This is an optimization exercise on Yosys and OpenROAD, whose aim is small area, a short achievable clock period and few clock cycles per item, not a production implementation.
In this exercise RTL edits were held to simulation tests only and were not proved equivalent to the original.
Power figures rest on the tool's default switching activity, not on a simulated workload.

--- run.sh ---
#!/bin/bash
# synth_recipe.tcl (not shown) runs the flow's synth.tcl, then flattens the netlist and writes it again
# the make line also repeats each setting of config.mk as NAME=value (left out here)
make -C /OpenROAD-flow-scripts/flow DESIGN_CONFIG=/design/flow/config.mk WORK_HOME=/design/flow/orfs CLKGATE_MAP_FILE= SYNTH_SCRIPT=/design/flow/synth_recipe.tcl finish
--- config.mk ---
export PLATFORM = sky130hd
export DESIGN_NAME = cpu_alu_with_flags
export DESIGN_NICKNAME = cpu_alu_with_flags
export VERILOG_FILES = /design/flow/design.v
export SDC_FILE = /design/flow/constraint.sdc
export NUM_CORES = 4
export LEC_CHECK = 0
export CAP_MARGIN = 20
export CORE_MARGIN = 2
export CORE_UTILIZATION = 40
export SLEW_MARGIN = 20
--- constraint.sdc ---
create_clock -name core_clock -period 9.0 [get_ports {aclk}]
set_input_delay 1.8000 -clock core_clock [delete_from_list [all_inputs] [get_ports {aclk}]]
set_output_delay 1.8000 -clock core_clock [all_outputs]
set_load 0.01 [all_outputs]
--- design.v ---
package cafl_pkg;
    localparam int unsigned DATA_W    = 16;
    localparam int unsigned S_TDATA_W = 40;
    localparam int unsigned M_TDATA_W = 24;
    localparam logic [4:0] OP_MOV  = 5'd0;
    localparam logic [4:0] OP_ADD  = 5'd1;
    localparam logic [4:0] OP_SUB  = 5'd2;
    localparam logic [4:0] OP_UMUL = 5'd3;
    localparam logic [4:0] OP_SMUL = 5'd4;
    localparam logic [4:0] OP_UDIV = 5'd5;
    localparam logic [4:0] OP_SDIV = 5'd6;
    localparam logic [4:0] OP_UMOD = 5'd7;
    localparam logic [4:0] OP_SMOD = 5'd8;
    localparam logic [4:0] OP_AND  = 5'd9;
    localparam logic [4:0] OP_OR   = 5'd10;
    localparam logic [4:0] OP_XOR  = 5'd11;
    localparam logic [4:0] OP_NOT  = 5'd12;
    localparam logic [4:0] OP_NEG  = 5'd13;
    localparam logic [4:0] OP_INC  = 5'd14;
    localparam logic [4:0] OP_DEC  = 5'd15;
    localparam logic [4:0] OP_SHL  = 5'd16;
    localparam logic [4:0] OP_SHR  = 5'd17;
    localparam logic [4:0] OP_SAR  = 5'd18;
    localparam logic [4:0] OP_ROL  = 5'd19;
    localparam logic [4:0] OP_ROR  = 5'd20;
    localparam logic [4:0] OP_BTST = 5'd21;
    localparam logic [4:0] OP_ADC  = 5'd22;
    localparam logic [4:0] OP_SBC  = 5'd23;
    localparam logic [4:0] OP_MULC = 5'd24;
    localparam logic [4:0] OP_UCMP = 5'd30;
    localparam logic [4:0] OP_SCMP = 5'd31;
    localparam logic [2:0] K_NORM = 3'd0;   
    localparam logic [2:0] K_BTST = 3'd1;   
    localparam logic [2:0] K_CMP  = 3'd2;   
    localparam logic [2:0] K_ILL  = 3'd3;   
    localparam logic [2:0] K_DZ   = 3'd4;   
    localparam logic [2:0] K_MUL  = 3'd5;   
    localparam logic [2:0] K_DIV  = 3'd6;   
endpackage
module cafl_prep #(
    parameter int W = 4
) (
    input  logic        aclk,
    input  logic        aresetn,
    input  logic        load,
    input  logic [15:0] a,          
    input  logic [15:0] b,          
    input  logic        sgn,        
    input  logic        cin,        
    input  logic        release_i,
    output logic        busy,
    output logic [15:0] res,
    output logic        cy
);
    localparam int STEPS = 16 / W;
    logic signed [16:0] a_q, h_q;
    logic [15:0] l_q;
    logic        sgn_q;
    logic [3:0] cnt_q;
    logic        last;
    logic signed [W:0] dig;
    logic signed [17+W:0] sum;
    assign last = (cnt_q == STEPS[3:0] - 1'b1);
    assign dig  = {last & sgn_q & l_q[W-1], l_q[W-1:0]};
    assign sum  = h_q + a_q * dig;
    always_ff @(posedge aclk) begin
        if (!aresetn) busy <= 1'b0;
        else if (load) busy <= 1'b1;
        else if (release_i) busy <= 1'b0;
    end
    always_ff @(posedge aclk) begin
        if (load) begin
            a_q   <= {sgn & a[15], a};
            h_q   <= {16'd0, cin};
            l_q   <= b;
            sgn_q <= sgn;
            cnt_q <= '0;
        end else if (cnt_q != STEPS[3:0]) begin
            l_q   <= {sum[W-1:0], l_q[15:W]};
            h_q   <= sum[W+16:W];
            cnt_q <= cnt_q + 1'b1;
        end
    end
    assign res = l_q;
    assign cy  = sgn_q ? (!h_q[15] && (h_q[14:0] != '0 || l_q[15])) : (h_q[15:0] != '0);
endmodule
module cafl_div_stage #(
    parameter int RPI = 2
) (
    input  logic        aclk,
    input  logic        aresetn,
    input  logic        load,       
    input  logic [15:0] num,        
    input  logic [15:0] den,        
    input  logic        sel_r,      
    input  logic        neg_q,      
    input  logic        neg_r,      
    input  logic        release_i,  
    output logic        busy,
    output logic [15:0] res
);
    localparam int STEPS = 16 / RPI;
    logic [15:0] rem_q, nq_q, den_q;
    logic [3:0] cnt_q;
    logic sel_r_q, neg_q_q, neg_r_q;
    logic [15:0] rem_n, nq_n;
    logic [16:0] trial, diff;
    always_comb begin
        rem_n = rem_q;
        nq_n  = nq_q;
        for (int i = 0; i < RPI; i++) begin
            trial = {rem_n, nq_n[15]};
            diff  = trial - {1'b0, den_q};
            rem_n = diff[16] ? trial[15:0] : diff[15:0];
            nq_n  = {nq_n[14:0], ~diff[16]};
        end
    end
    always_ff @(posedge aclk) begin
        if (!aresetn) busy <= 1'b0;
        else if (load) busy <= 1'b1;
        else if (release_i) busy <= 1'b0;
    end
    always_ff @(posedge aclk) begin
        if (load) begin
            rem_q   <= '0;
            nq_q    <= num;
            den_q   <= den;
            cnt_q   <= '0;
            sel_r_q <= sel_r;
            neg_q_q <= neg_q;
            neg_r_q <= neg_r;
        end else if (cnt_q != STEPS[3:0]) begin
            rem_q <= rem_n;
            nq_q  <= nq_n;
            cnt_q <= cnt_q + 1'b1;
        end
    end
    always_comb begin
        if (sel_r_q) res = (neg_r_q && rem_q != '0) ? den_q - rem_q : rem_q;
        else         res = neg_q_q ? -nq_q : nq_q;
    end
endmodule
module cafl_post (
    input  logic        aclk,
    input  logic        aresetn,
    input  logic        push,       
    input  logic [20:0] din,
    output logic        full,       
    output logic        m_tvalid,
    input  logic        m_tready,
    output logic [23:0] m_tdata
);
    logic        hv, sv;
    logic [20:0] head, skid;
    logic        take;
    assign take = hv && m_tready;
    assign full = sv;
    always_ff @(posedge aclk) begin
        if (!aresetn) begin
            hv <= 1'b0;
            sv <= 1'b0;
        end else if (sv) begin
            if (take) sv <= 1'b0;
        end else if (push) begin
            if (hv && !take) sv <= 1'b1;
            else hv <= 1'b1;
        end else if (take) begin
            hv <= 1'b0;
        end
    end
    always_ff @(posedge aclk) begin
        if (sv) begin
            if (take) head <= skid;
        end else if (push) begin
            if (hv && !take) skid <= din;
            else head <= din;
        end
    end
    assign m_tvalid = hv;
    assign m_tdata  = {3'b000, head};
endmodule
module cpu_alu_with_flags (
    input  logic                            aclk,
    input  logic                            aresetn,
    input  logic                            s_tvalid,
    output logic                            s_tready,
    input  logic [cafl_pkg::S_TDATA_W-1:0]  s_tdata,
    output logic                            m_tvalid,
    input  logic                            m_tready,
    output logic [cafl_pkg::M_TDATA_W-1:0]  m_tdata
);
    localparam int RPI   = 2;             
    localparam int MW    = 4;             
    localparam int NDIV  = 2;             
    localparam int ND    = 16 / RPI + 1;  
    localparam int MXFER = 16 / MW + 2;   
    logic        r1_v;
    logic [4:0]  r1_op;
    logic [15:0] d, s;
    logic        ci;
    logic [ND:1]       dl_v;
    logic [ND:1][2:0]  dl_k;
    logic [ND:1][15:0] dl_res;
    logic [ND:1]       dl_cy;
    logic [ND:1]       dl_zx;
    logic adv, full, can_issue, issue, r1_take;
    assign adv = !full;
    logic        is_mul, is_div, dz;
    logic [15:0] res;
    logic        cy, zx;
    logic [2:0]  kind;
    logic        sub;
    logic        cin;
    logic [16:0] sum;
    logic [3:0]  n, ramt;
    logic        big, left;
    logic [15:0] rot, tlo, thi;
    logic [31:0] dd;
    always_comb begin
        is_mul = (r1_op == cafl_pkg::OP_UMUL) || (r1_op == cafl_pkg::OP_SMUL)
              || (r1_op == cafl_pkg::OP_MULC);
        is_div = (r1_op == cafl_pkg::OP_UDIV) || (r1_op == cafl_pkg::OP_SDIV)
              || (r1_op == cafl_pkg::OP_UMOD) || (r1_op == cafl_pkg::OP_SMOD);
        dz     = (s == '0);
        sub = (r1_op == cafl_pkg::OP_SUB) || (r1_op == cafl_pkg::OP_SBC)
           || (r1_op == cafl_pkg::OP_UCMP) || (r1_op == cafl_pkg::OP_SCMP);
        case (r1_op)
            cafl_pkg::OP_ADC: cin = ci;
            cafl_pkg::OP_SBC: cin = !ci;
            cafl_pkg::OP_SUB, cafl_pkg::OP_UCMP, cafl_pkg::OP_SCMP: cin = 1'b1;
            default: cin = 1'b0;
        endcase
        sum = {1'b0, d} + {1'b0, sub ? ~s : s} + {16'd0, cin};
        n    = s[3:0];
        big  = |s[15:4];
        left = (r1_op == cafl_pkg::OP_SHL) || (r1_op == cafl_pkg::OP_ROL);
        ramt = left ? 4'd0 - n : n;
        dd   = {d, d};
        rot  = dd[ramt +: 16];
        for (int i = 0; i < 16; i++) begin
            tlo[i] = (i < n);
            thi[i] = ((15 - i) < n);
        end
        res  = d;
        cy   = 1'b0;
        zx   = 1'b0;
        kind = cafl_pkg::K_NORM;
        case (r1_op)
            cafl_pkg::OP_MOV: res = s;
            cafl_pkg::OP_ADD, cafl_pkg::OP_ADC: begin res = sum[15:0]; cy = sum[16]; end
            cafl_pkg::OP_SUB, cafl_pkg::OP_SBC: begin res = sum[15:0]; cy = !sum[16]; end
            cafl_pkg::OP_UMUL, cafl_pkg::OP_SMUL, cafl_pkg::OP_MULC: kind = cafl_pkg::K_MUL;
            cafl_pkg::OP_UDIV, cafl_pkg::OP_SDIV, cafl_pkg::OP_UMOD, cafl_pkg::OP_SMOD:
                kind = dz ? cafl_pkg::K_DZ : cafl_pkg::K_DIV;
            cafl_pkg::OP_AND: res = d & s;
            cafl_pkg::OP_OR:  res = d | s;
            cafl_pkg::OP_XOR: res = d ^ s;
            cafl_pkg::OP_NOT: res = ~d;
            cafl_pkg::OP_NEG: res = -d;
            cafl_pkg::OP_INC: begin res = d + 16'd1; cy = (d == 16'hFFFF); end
            cafl_pkg::OP_DEC: begin res = d - 16'd1; cy = (d == 16'h0000); end
            cafl_pkg::OP_SHL: begin res = big ? 16'd0 : (rot & ~tlo); cy = d[15]; end
            cafl_pkg::OP_SHR: res = big ? 16'd0 : (rot & ~thi);
            cafl_pkg::OP_SAR: res = big ? {16{d[15]}} : ((rot & ~thi) | ({16{d[15]}} & thi));
            cafl_pkg::OP_ROL, cafl_pkg::OP_ROR: res = rot;
            cafl_pkg::OP_BTST: begin kind = cafl_pkg::K_BTST; zx = !d[n]; end
            cafl_pkg::OP_UCMP: begin kind = cafl_pkg::K_CMP; cy = !sum[16]; zx = (d == s); end
            cafl_pkg::OP_SCMP: begin
                kind = cafl_pkg::K_CMP;
                cy   = (d[15] ^ s[15]) ? d[15] : !sum[16];
                zx   = (d == s);
            end
            default: kind = cafl_pkg::K_ILL;
        endcase
    end
    logic        m_busy, m_cy, m_rel;
    logic [15:0] m_res;
    assign m_rel = adv && dl_v[MXFER-1] && (dl_k[MXFER-1] == cafl_pkg::K_MUL);
    cafl_prep #(.W(MW)) u_mul (
        .aclk      (aclk),
        .aresetn   (aresetn),
        .load      (issue && is_mul),
        .a         (d),
        .b         (s),
        .sgn       (r1_op == cafl_pkg::OP_SMUL),
        .cin       (ci && (r1_op == cafl_pkg::OP_MULC)),
        .release_i (m_rel),
        .busy      (m_busy),
        .res       (m_res),
        .cy        (m_cy)
    );
    logic [NDIV-1:0] dv_busy, dv_load, dv_rel;
    logic [NDIV-1:0][15:0] dv_res;
    logic [1:0] wp, rp;
    logic        rd_div;
    logic [15:0] num, den;
    logic        sdiv, smod;
    assign sdiv = (r1_op == cafl_pkg::OP_SDIV);
    assign smod = (r1_op == cafl_pkg::OP_SMOD);
    assign num  = ((sdiv || smod) && d[15]) ? -d : d;
    assign den  = (sdiv && s[15]) ? -s : s;
    assign rd_div = adv && dl_v[ND] && (dl_k[ND] == cafl_pkg::K_DIV);
    for (genvar j = 0; j < NDIV; j++) begin : g_div
        assign dv_load[j] = issue && is_div && !dz && (wp == j);
        assign dv_rel[j]  = rd_div && (rp == j);
        cafl_div_stage #(.RPI(RPI)) u_div (
            .aclk      (aclk),
            .aresetn   (aresetn),
            .load      (dv_load[j]),
            .num       (num),
            .den       (den),
            .sel_r     ((r1_op == cafl_pkg::OP_UMOD) || smod),
            .neg_q     (sdiv && (d[15] ^ s[15])),
            .neg_r     (smod && d[15]),
            .release_i (dv_rel[j]),
            .busy      (dv_busy[j]),
            .res       (dv_res[j])
        );
    end
    always_ff @(posedge aclk) begin
        if (!aresetn) begin
            wp <= '0;
            rp <= '0;
        end else begin
            if (issue && is_div && !dz) wp <= (wp == NDIV - 1) ? '0 : wp + 1'b1;
            if (rd_div) rp <= (rp == NDIV - 1) ? '0 : rp + 1'b1;
        end
    end
    always_comb begin
        can_issue = 1'b1;
        if (is_mul && m_busy && !m_rel) can_issue = 1'b0;
        if (is_div && !dz && dv_busy[wp] && !dv_rel[wp]) can_issue = 1'b0;
    end
    assign issue   = adv && r1_v && can_issue;
    assign r1_take = !r1_v || issue;
    assign s_tready = r1_take;
    always_ff @(posedge aclk) begin
        if (!aresetn) r1_v <= 1'b0;
        else if (r1_take) r1_v <= s_tvalid;
    end
    always_ff @(posedge aclk) begin
        if (r1_take && s_tvalid) begin
            r1_op <= s_tdata[4:0];
            d     <= s_tdata[20:5];
            s     <= s_tdata[36:21];
            ci    <= s_tdata[37];
        end
    end
    always_ff @(posedge aclk) begin
        if (!aresetn) dl_v <= '0;
        else if (adv) dl_v <= {dl_v[ND-1:1], issue};
    end
    always_ff @(posedge aclk) begin
        if (adv) begin
            dl_k[1]   <= kind;
            dl_res[1] <= res;
            dl_cy[1]  <= cy;
            dl_zx[1]  <= zx;
            for (int i = 2; i <= ND; i++) begin
                if (i == MXFER && dl_k[i-1] == cafl_pkg::K_MUL) begin
                    dl_k[i]   <= cafl_pkg::K_NORM;
                    dl_res[i] <= m_res;
                    dl_cy[i]  <= m_cy;
                    dl_zx[i]  <= 1'b0;
                end else begin
                    dl_k[i]   <= dl_k[i-1];
                    dl_res[i] <= dl_res[i-1];
                    dl_cy[i]  <= dl_cy[i-1];
                    dl_zx[i]  <= dl_zx[i-1];
                end
            end
        end
    end
    logic [15:0] o_res;
    logic        o_cy, o_zf, o_wr, o_ill, o_dz;
    logic [2:0]  ok;
    always_comb begin
        ok    = dl_k[ND];
        o_res = (ok == cafl_pkg::K_DIV) ? dv_res[rp] : dl_res[ND];
        o_cy  = dl_cy[ND];
        o_zf  = dl_zx[ND] || ((ok != cafl_pkg::K_CMP) && (o_res == '0));
        o_wr  = (ok == cafl_pkg::K_NORM) || (ok == cafl_pkg::K_DIV);
        o_ill = (ok == cafl_pkg::K_ILL);
        o_dz  = (ok == cafl_pkg::K_DZ);
    end
    cafl_post u_out (
        .aclk     (aclk),
        .aresetn  (aresetn),
        .push     (adv && dl_v[ND]),
        .din      ({o_dz, o_ill, o_wr, o_zf, o_cy, o_res}),
        .full     (full),
        .m_tvalid (m_tvalid),
        .m_tready (m_tready),
        .m_tdata  (m_tdata)
    );
endmodule
==> flow_summary_export.csv <==
group,metric,value,unit
layout,areaGrowthSynthToFinish,11.29,%
detailed_routing,drt-initial-drc-count,2268,
detailed_routing,antenna_left,0,
critical_path,cp_num_cells,25,
detailed_routing,drc_errors,0,
power,cellInternalPower,7.751,mW
detailed_routing,vias_per_cell,5.676,
placement,dp_hpwl,65.00,mm
synthesis,yosysTopAreaCell,"edfxtp_1",
critical_path,r2r_start,"g_div[0].u_div.nq_q[15]$_DFFE_PP_",
placement,gp_congestion,0.9894,
grt,antenna_found_initial,5,
die,rows,101,
hold_path,hp-class,"flip-flop to flip-flop",
synthesis,syn_area,30520,µm²
die,fp.coreArea,75700,µm²
synthesis,async_flop_share,0,
grt,grt-ovfl-total,0,
timing,worst_pin_slew,1.172,ns
synthesis,synth_top_cell_area_share,0.3679,
synthesis,ys_seq_area_frac,0.4198,
critical_path,ff2ff_path_depth,25,
clock_tree,clkSinkCount,453,
critical_path,crit_buf_inv,3,
synthesis,synth_ff_type,"edfxtp_1",
critical_path,critPathMaxFanout,17,
clock_tree,root_buffer,"clkbuf_16",
synthesis,yosysWarnings,4,
clock_tree,clk-insertion-delay-late,0.62,ns
clock_tree,cts-buffers-inserted,52,
critical_path,r2r_slack,1.84,ns
die,start_util,0.4032,
power,combPwrFrac,0.592,
clock_tree,cts_tree,"done",
layout,layout_common_cells,"374 x edfxtp_1, 272 x nand2_1, 245 x inv_1",
grt,grt_pass1_vias,21934,
timing,worst_clock_skew,0.04039,ns
die,die_area,78530,µm²
critical_path,crit_arrival,7.68,ns
timing,fin_crit_sh,0.7958,
timing,fin_setup_tns,0,ns
clock_tree,clkTransAtPathRegs,0.07,ns
clock_tree,post_cts.resized_instances,0,
critical_path,endpoint,"g_div[0].u_div.rem_q[1]$_SDFFE_PP0P_",
detailed_routing,drt-total-wl,87.10,mm
clock_tree,h-tree-depth,2,
die,die_x,280.2,µm
power,ir_drop,0.3597,mV
placement,port_buffers,64,
synthesis,synth.distinct_cells,89,
power,pwr-share-clk,0.154,
timing,period_minus_slack,7.162,ns
power,switching_share,0.4212,
timing,hold_viol,0,
detailed_routing,first_pass_iters,6,
layout,final_util,0.4488,
power,power_per_cell_area,394.3,nW/µm²
clock_tree,holdBufCountCts,0,
layout,antenna_cells,0,
synthesis,synth_edf_count,374,
job,maxCapViolCount,0,
critical_path,startpoint_type,"flip-flop",
timing,max-slew-margin-rel,0.2155,
clock_tree,cts.path.max_buffers,3,
grt,grt_pass1_wl,133.4,mm
detailed_routing,wl_per_cell,21.29,µm
clock_tree,postCtsSetupBuffers,0,
critical_path,rr_endpoint,"g_div[0].u_div.rem_q[1]$_SDFFE_PP0P_",
layout,fin_cells,4092,
layout,fill_cells,7152,
critical_path,crit_family,"compound AO/OA/AOI/OAI gates",
layout,final_common_cell,"edfxtp_1",
layout,final_layout_size_suffix_gt1_frac,0.07418,
die,die_h,280.2,µm
timing,clock.fmax,139.6,MHz
timing,rsz0062_at_grt,"no",
grt,track_usage,0.2216,
critical_path,slowest_delay,0.62,ns
timing,finalSetupViolCount,0,
status,status,"complete, no violations",
synthesis,syn_area_per_cell,10.05,µm²
timing,drv_slew,0,
critical_path,crit_start,"g_div[0].u_div.nq_q[15]$_DFFE_PP_",
synthesis,synthCells,3038,
die,io_pins,70,
power,p_seq_frac,0.254,
power,p_leak,13.69,nW
grt,grt_max_degree,105,
detailed_routing,num_vias,23226,
critical_path,worst_path_max_delay_cell,"xor2_4",
critical_path,cp-end-kind,"flip-flop",
synthesis,synth.area.top_cells,"edfxtp_1 37%, ha_1 8.5%, dfxtp_1 5.2%",
synthesis,ys_ff_latch,453,
critical_path,cp.required,9.52,ns
power,p_sw,5.641,mW
placement,dp.cells,3998,
critical_path,crit_type,"flip-flop to flip-flop",
layout,nets,3403,
==> cells by family after synthesis <==
kind of cell	share of synthesized area
buffers and inverters	0.04841
multiplexers	0.04665
AO/OA/AOI/OAI	0.1575
AND/OR/NAND/NOR	0.1335
other	0.0001229
flip-flops	0.4198
adder cells (fa/ha/maj)	0.1354
XOR/XNOR	0.05878
==> metrics by stage <==
stage	total power [mW]	worst slack, ns	cell area [µm²]	hold WS [ns]
after floorplan	9.626	1.943	30530	0.4003
after global placement	11.19	1.694	32300	0.4004
after detailed placement	11.34	1.657	32300	0.4045
after CTS	13.47	1.588	33940	0.4123
after global routing	14.72	1.345	33970	0.4195
final	13.39	1.838	33970	0.4089
==> layout make-up <==
type	count	area [µm²]	area share
Multi-Input combinational cell	2202	16320	0.4803
Timing Repair Buffer	114	1020	0.03002
Clock inverter	28	262.8	0.007735
Inverter	252	953.4	0.02807
Sequential cell	453	12810	0.3772
Tap cell	978	1224	0.03602
Clock buffer	65	1381	0.04066
==> power by group through the flow <==
stage / clock, mW / combinational [mW] / sequential (mW)
2_1_floorplan: 0 / 6.42 / 3.21
3_3_place_gp: 0 / 7.76 / 3.43
3_5_place_dp: 0 / 7.90 / 3.44
4_1_cts: 2.12 / 7.95 / 3.40
5_1_grt: 2.20 / 9.06 / 3.46
6_report: 2.07 / 7.93 / 3.40
==> flip-flops by register name (all words and copies together), names as in the netlist, 4 cells and up <==
register / count
d: 16
dl_cy: 9
dl_k: 27
dl_res: 144
dl_v: 9
dl_zx: 9
g_div.u_div.cnt_q: 8
g_div.u_div.den_q: 32
g_div.u_div.nq_q: 32
g_div.u_div.rem_q: 32
r1_op: 5
s: 16
u_mul.a_q: 17
u_mul.cnt_q: 4
u_mul.h_q: 17
u_mul.l_q: 16
u_out.head: 21
u_out.skid: 21
==> Yosys cell counts (25+ instances only) <==
cell and number:
a21o_1 29, nor2_1 218, fa_1 77, edfxtp_1 374
inv_1 247, a211oi_1 44, o31ai_1 25, xnor2_1 147
nand4_1 26, a21oi_1 173, mux2i_1 77, clkbuf_1 107
dfxtp_1 79, ha_1 207, nand3_1 48, nand2_1 272
o21ai_0 155, nor3_1 53, and2_1 81, mux2_2 54
xor2_1 56
==> worst reg2reg max path, cell delays in order, from the launching register on <==
cell      delay (ns)
edfxtp_1        0.47
inv_1           0.11
ha_1            0.17
inv_1           0.06
fa_1            0.48
a211oi_1        0.33
o21ai_1         0.17
nand4_1         0.12
nand3b_1        0.14
o311a_1         0.35
o211a_1         0.26
a211oi_4        0.57
o21ai_0         0.35
fa_1            0.53
nand2_1         0.10
a21oi_1         0.10
o41a_1          0.36
a211o_1         0.32
a21oi_1         0.20
o21bai_1        0.12
a31oi_1         0.26
o21ai_0         0.28
xor2_4          0.62
buf_4           0.27
mux2i_1         0.08
a211oi_1        0.26
==> how the worst min path moves through the flow <==
stage          cells after the start  slack (ns)               endpoint             startpoint
6_report                           0        0.41   dl_res[40]$_DFFE_PN_   dl_res[24]$_DFFE_PN_
5_1_grt                            0        0.42  dl_res[118]$_DFFE_PN_  dl_res[102]$_DFFE_PN_
4_1_cts                            0        0.41   dl_res[40]$_DFFE_PN_   dl_res[24]$_DFFE_PN_
3_5_place_dp                       0        0.40      dl_k[6]$_DFFE_PN_      dl_k[3]$_DFFE_PN_
3_3_place_gp                       0        0.40  dl_res[136]$_DFFE_PN_  dl_res[120]$_DFFE_PN_
2_1_floorplan                      0        0.40     dl_cy[2]$_DFFE_PN_     dl_cy[1]$_DFFE_PN_
==> per-layer routing <==
layer / share of wire / global-route usage / up-vias / wire length (µm)
met4: 0.040 / 0.08899 / 4 / 3512
met2: 0.44 / 0.3422 / 775 / 38680
met5: 0.00040 / 0 / - / 35
met3: 0.063 / 0.03098 / 172 / 5506
li1: - / - / 11103 / -
met1: 0.45 / 0.3131 / 11172 / 39370
Testbench counts, summed over its fixed seeds: cycles 18,572, items 16,000.

## what the ideal ports hide
No port has a modelled driver above. Below, the same layout with a new extraction and two added sets of constraints. Step 1 assumes that a clkbuf_16 drives the clock port and a buf_2 every other input. Step 2 also shifts input and output timing later by t, the mid clock arrival at the registers, as if the neighbouring blocks saw the same clock. a / b / c = ideal ports / drivers / drivers and shift; a / b = the first two.
t, ns: 0.667
setup WS [ns]: 1.838 / 1.838 / 1.838
worst slew at a driven data input, ns: 0.05
After both steps setup and hold are still met in this run. The setup slack of this run moves by 0.000 ns with the drivers and by 0.000 ns with both steps.
